From an optimization exercise on the open Yosys and OpenROAD flow, aimed at small area, a short achievable clock period and few clock cycles; shortcuts taken in it are not production practice. In this exercise RTL edits were held to simulation tests only and were not proved equivalent to the original. The clock port is modelled as an ideal driver; clocking choices that lean on that would not hold on a real chip.

==> v11: inputs <==
// tl_responder
module tl_responder #(
	parameter int data_width = 32,
	parameter int ram_words  = 128
) (
	input  logic                    clock,
	input  logic                    reset,
	output logic                    a_ready,
	input  logic                    a_valid,
	input  tl_pkg::opcode_t         a_opcode,
	input  tl_pkg::size_t           a_size,
	input  tl_pkg::source_t         a_source,
	input  tl_pkg::addr_t           a_address,
	input  logic [data_width/8-1:0] a_mask,
	input  logic [data_width-1:0]   a_data,
	input  logic                    d_ready,
	output logic                    d_valid,
	output tl_pkg::opcode_t         d_opcode,
	output tl_pkg::size_t           d_size,
	output tl_pkg::source_t         d_source,
	output logic                    d_denied,
	output logic                    d_corrupt,
	output logic [data_width-1:0]   d_data
);
==> module tl_sequencer, before the edit <==
module tl_sequencer (
	input  logic            clock,
	input  logic            reset,
	output logic            a_ready,
	input  logic            a_valid,
	input  tl_pkg::opcode_t a_opcode,
	input  tl_pkg::size_t   a_size,
	input  tl_pkg::source_t a_source,
	input  tl_pkg::addr_t   a_address,
	input  logic [3:0]      a_mask,
	input  logic [31:0]     a_data,
	input  logic            d_ready,
	output logic            d_valid,
	output tl_pkg::opcode_t d_opcode,
	output tl_pkg::size_t   d_size,
	output tl_pkg::source_t d_source,
	output logic            d_denied,
	output logic            d_corrupt,
	output logic [31:0]     d_data,
	output tl_pkg::addr_t   req_address,
	output tl_pkg::size_t   req_size,
	input  logic            req_aligned,
	input  logic            req_carry12,
	output logic [19:0]     chk_page,
	output tl_pkg::size_t   chk_size,
	output logic            chk_carry,
	output logic            chk_aligned,
	output logic            chk_write,
	input  logic            allowed,
	input  logic            in_ram,
	output logic            ram_write,
	output logic [7:0]      ram_wrow,
	output logic [15:0]     ram_wcol,
	output logic [31:0]     ram_wdata,
	output logic [3:0]      ram_wmask,
	output logic [7:0]      ram_rrow,
	output logic [15:0]     ram_rcol,
	input  logic [31:0]     ram_rdata
);
	logic            av;
	logic            a_get;      
	logic            a_put;      
	logic [19:0]     a_page;     
	logic            a_c12;      
	logic            a_aln;      
	logic            a_wr;       
	tl_pkg::size_t   a_sz;
	tl_pkg::source_t a_src;
	logic [7:0]      a_row;      
	logic [15:0]     a_col;      
	logic [3:0]      a_msk;
	logic [31:0]     a_dat;
	logic            bv;
	logic            b_last;
	logic [12:0]     b_rem;      
	logic [7:0]      b_row;      
	logic [15:0]     b_col;      
	logic            b_data_op;  
	logic            b_denied;
	logic            b_corrupt;
	tl_pkg::size_t   b_sz;
	tl_pkg::source_t b_src;
	logic            dv;
	logic            sv;
	logic [39:0]     s_beat;
	logic [39:0]     d_beat;
	logic            rdy;
	logic            a_fire;
	logic            b_free;
	logic            take;
	logic            take_n;
	logic            wr_in;      
	logic            a_wr_n;
	logic            we;         
	logic            issue;
	logic            av_n;
	logic            bv_n;
	logic            b_last_n;
	logic            sv_n;
	logic            get_ok;
	logic [12:0]     rem_load;
	logic [39:0]     beat;
	assign b_free = !bv || (b_last && !sv);
	assign take   = av && b_free;
	assign a_fire = rdy && a_valid;
	assign req_address = a_address;
	assign req_size    = a_size;
	always_ff @(posedge clock)
		if (rdy) begin
			a_get  <= a_opcode == tl_pkg::op_get;
			a_put  <= a_opcode == tl_pkg::op_put_full;
			a_page <= a_address[31:12];
			a_c12  <= req_carry12;
			a_aln  <= req_aligned;
			a_wr   <= wr_in;
			a_sz   <= a_size;
			a_src  <= a_source;
			a_row  <= 8'(1) << a_address[8:6];
			a_col  <= 16'(1) << a_address[5:2];
			a_msk  <= a_mask;
			a_dat  <= a_data;
		end
	assign wr_in = a_opcode == tl_pkg::op_put_full && a_size <= 4'd2 && req_aligned
		&& a_address[31:14] == 18'h2_0000;
	assign chk_page    = a_page;
	assign chk_size    = a_sz;
	assign chk_carry   = a_c12;
	assign chk_aligned = a_aln;
	assign chk_write   = a_put;
	assign get_ok = a_get && allowed;
	always_comb begin
		rem_load = '0;
		if (a_sz > 4'd2)
			rem_load = 13'((32'd1 << (a_sz - 4'd2)) - 32'd1);
	end
	assign ram_write  = we;
	assign ram_wrow   = a_row;
	assign ram_wcol   = a_col;
	assign ram_wdata  = a_dat;
	assign ram_wmask  = a_msk;
	assign issue = bv && !sv;
	always_ff @(posedge clock) begin
		if (take) begin
			b_rem     <= rem_load;
			b_row     <= (get_ok && in_ram) ? a_row : 8'd0;
			b_col     <= a_col;
			b_data_op <= a_get;
			b_denied  <= a_get ? !allowed : !(a_put && allowed && a_sz <= 4'd2);
			b_corrupt <= a_get && !allowed;
			b_sz      <= a_sz;
			b_src     <= a_src;
		end else if (issue) begin
			b_rem <= b_rem - 13'd1;
			b_col <= {b_col[14:0], b_col[15]};
			if (b_col[15])
				b_row <= {b_row[6:0], b_row[7]};
		end
	end
	assign ram_rrow = b_row;
	assign ram_rcol = b_col;
	assign beat = {b_data_op, b_sz, b_src, b_denied, b_corrupt, ram_rdata};
	always_ff @(posedge clock) begin
		if (!sv)
			s_beat <= beat;
		if (!dv || d_ready)
			d_beat <= sv ? s_beat : beat;
	end
	always_comb begin
		av_n     = a_fire || (av && !take);
		bv_n     = take || (bv && !(issue && b_last));
		b_last_n = take ? !(get_ok && a_sz > 4'd2) : (issue ? b_rem == 13'd1 : b_last);
		sv_n     = dv && !d_ready && (sv || issue);
		a_wr_n   = a_fire ? wr_in : a_wr;
		take_n   = av_n && (!bv_n || (b_last_n && !sv_n));
	end
	always_ff @(posedge clock) begin
		if (reset) begin
			av     <= 1'b0;
			bv     <= 1'b0;
			dv     <= 1'b0;
			sv     <= 1'b0;
			rdy    <= 1'b1;
			b_last <= 1'b1;
			we     <= 1'b0;
		end else begin
			av     <= av_n;
			bv     <= bv_n;
			b_last <= b_last_n;
			dv     <= (dv && !d_ready) || sv || issue;
			sv     <= sv_n;
			we     <= take_n && a_wr_n;
			rdy    <= !av_n || !bv_n || (b_last_n && !sv_n);
		end
	end
	assign a_ready   = rdy;
	assign d_valid   = dv;
	assign d_opcode  = {2'b00, d_beat[39]};
	assign d_size    = d_beat[38:35];
	assign d_source  = d_beat[34];
	assign d_denied  = d_beat[33];
	assign d_corrupt = d_beat[32];
	assign d_data    = d_beat[31:0];
endmodule
export LEC_CHECK = 0
export CAP_MARGIN = 20
export CORE_MARGIN = 2
export CORE_UTILIZATION = 60
export CTS_CLUSTER_DIAMETER = 100
export CTS_CLUSTER_SIZE = 30
export PLACE_DENSITY = 0.7
export SLEW_MARGIN = 20
export SYNTH_MEMORY_MAX_BITS = 16384
export BUFFER_PORTS_ARGS = -buffer_cell sky130_fd_sc_hd__buf_4
export SETUP_SLACK_MARGIN = 8.2
export POST_CTS_TCL = /design/flow/flow/post_cts.tcl
create_clock -name core_clock -period 12.0 [get_ports {clock}]
standard.sh (not shown) runs the stock make flow with config.mk's settings and CLKGATE_MAP_FILE= SYNTH_SCRIPT=/design/flow/synth_recipe.tcl, a recipe that flattens the netlist after the stock synthesis.
==> flow/flow/run.sh <==
#!/bin/bash
set -euo pipefail
here=$(pwd)
cat >> config.mk <<'EOF'
export BUFFER_PORTS_ARGS = -buffer_cell sky130_fd_sc_hd__buf_4
export SETUP_SLACK_MARGIN = 8.2
EOF
echo "export POST_CTS_TCL = $here/flow/post_cts.tcl" >> config.mk
res=$here/orfs/results/sky130hd/tl_responder/base
bash standard.sh "$res/3_3_place_gp.odb" > make_place_gp.log 2>&1
cp "$res/3_3_place_gp.odb" "$here/3_3_place_gp.orig.odb"
ODB_IN="$here/3_3_place_gp.orig.odb" ODB_OUT="$res/3_3_place_gp.odb" \
  openroad -no_init -exit "$here/flow/move_obufs.tcl" > move_obufs.log 2>&1
rm -f "$here/3_3_place_gp.orig.odb"
bash standard.sh > make_finish.log 2>&1
==> flow/flow/post_cts.tcl <==
set block [ord::get_db_block]
set root [$block findInst clkbuf_0_clock]
if {$root ne "NULL"} {
  set master [$root getMaster]
  set in_net ""; set out_net ""
  foreach it [$root getITerms] {
    if {[$it isInputSignal]} { set in_net [$it getNet] }
    if {[$it isOutputSignal]} { set out_net [$it getNet] }
  }
  set rl [$root getLocation]
  set rx [lindex $rl 0]; set ry [lindex $rl 1]
  # the loads in order of their angle around the root, cut into four runs
  set keyed {}
  foreach it [$out_net getITerms] {
    if {[$it isInputSignal]} {
      set l [[$it getInst] getLocation]
      lappend keyed [list [expr {atan2([lindex $l 1] - $ry, [lindex $l 0] - $rx)}] $it]
    }
  }
  set keyed [lsort -real -index 0 $keyed]
  set n 4
  set per [expr {int(ceil([llength $keyed] / double($n)))}]
  for {set g 1} {$g < $n} {incr g} {
    set b [odb::dbInst_create $block $master "clkbuf_0_${g}_clock"]
    $b setLocation [expr {$rx + $g * [$master getWidth]}] $ry
    $b setPlacementStatus PLACED
    set net [odb::dbNet_create $block "clknet_0_${g}_clock"]
    $net setSigType CLOCK
    foreach it [$b getITerms] {
      if {[$it isInputSignal]} { $it connect $in_net }
      if {[$it isOutputSignal]} { $it connect $net }
    }
    foreach k [lrange $keyed [expr {$g * $per}] [expr {($g + 1) * $per - 1}]] {
      set it [lindex $k 1]
      $it disconnect
      $it connect $net
    }
  }
  puts "post_cts: [llength $keyed] root loads split over $n root buffers"
  detailed_placement
  estimate_parasitics -placement
  repair_timing_helper
  detailed_placement
  check_placement -verbose
  report_clock_latency -clock core_clock
}
Other scripts of this flow, unchanged in this note and not shown: flow/flow/move_obufs.tcl
==> v20 (differences from v11) <==
--- a/flow/design.v
+++ b/flow/design.v
@@ -233,7 +233,7 @@
 	assign req_address = a_address;
 	assign req_size    = a_size;
 	always_ff @(posedge clock)
-		if (rdy) begin
+		if (a_fire) begin
 			a_get  <= a_opcode == tl_pkg::op_get;
 			a_put  <= a_opcode == tl_pkg::op_put_full;
 			a_page <= a_address[31:12];
--- a/flow/flow/run.sh
+++ b/flow/flow/run.sh
@@ -5,7 +5,6 @@
 export BUFFER_PORTS_ARGS = -buffer_cell sky130_fd_sc_hd__buf_4
 export SETUP_SLACK_MARGIN = 8.2
 EOF
-echo "export POST_CTS_TCL = $here/flow/post_cts.tcl" >> config.mk
 res=$here/orfs/results/sky130hd/tl_responder/base
 bash standard.sh "$res/3_3_place_gp.odb" > make_place_gp.log 2>&1
 cp "$res/3_3_place_gp.odb" "$here/3_3_place_gp.orig.odb"
- POST_CTS_TCL: /design/flow/flow/post_cts.tcl -> unset
removed: flow/flow/post_cts.tcl
==> run notes <==
Final setup margin = 8.09 ns
Hold Worst Slack = 0.450 ns
WP data required = 9.60 ns
Number of antenna violations at the first check in global routing = 9
Multi-input combinational area share = 0.153
Fin Clk Skew = 0.0324 ns
Post-Synthesis Mean Instance Area = 18.6 µm²
Post-Route WL = 452 mm
Cell area after placement = 0.161 mm²
Met1 routed wirelength after detailed routing = 161 mm
Routing usage on met3 = 0.0834
Global-route wire length before repair = 632 mm
Die outline height = 515 µm
EDFF count, synth = 4,270
Outcome = complete, no violations
CP startpoint = tl_sequencer_i.d_beat[4]$_DFFE_PN_
Avg WL per Cell = 38.4 µm
-- figures above: v20

==> run notes <==
Multi-input combinational area share = 0.153
Cell area after placement = 0.162 mm²
WP data required = 12.40 ns
Die outline height = 516 µm
Final setup margin = 8.17 ns
Hold Worst Slack = 0.424 ns
Post-Route WL = 454 mm
Avg WL per Cell = 38.0 µm
CP startpoint = tl_sequencer_i.b_col[0]$_DFFE_PP_
Global-route wire length before repair = 636 mm
Outcome = complete, no violations
Post-Synthesis Mean Instance Area = 18.6 µm²
-- figures above: v11

Testbench counts of v11, summed over its fixed seeds: cycles 50,337.
Testbench counts of v20, summed over its fixed seeds: cycles 50,337.

[port drivers added, routing unchanged]
No port has a modelled driver above. Below, the same layouts with a new extraction and two added sets of constraints. Step 1 sets driving cells, clkbuf_16 on the clock port and buf_2 on the other inputs (assumed; they add their load-dependent delay and slew). Step 2 moves the port delays by t, midway between the first and last clock arrival at a register: inputs arrive t later, outputs are due t later. That takes back most of the time a late clock gives input paths. a / b / c = ideal / step 1 / step 2; a / b = the first two.
run | t (ns) | slack for setup (ns) | hold WS [ns] | worst setup path at the end | worst data-port slew with drivers (ns)
v11 | 0.775 | 8.172 / 8.172 / 7.878 | 0.424 / 0.424 / 0.424 | input to register | 0.12
v20 | 0.998 | 8.088 / 7.990 / 7.442 | 0.450 / 0.450 / 0.450 | input to register | 0.13
After both steps setup and hold are still met in every run listed. The setup slack of v20, which loses most, moves by -0.098 ns with the drivers and by -0.646 ns with both steps.
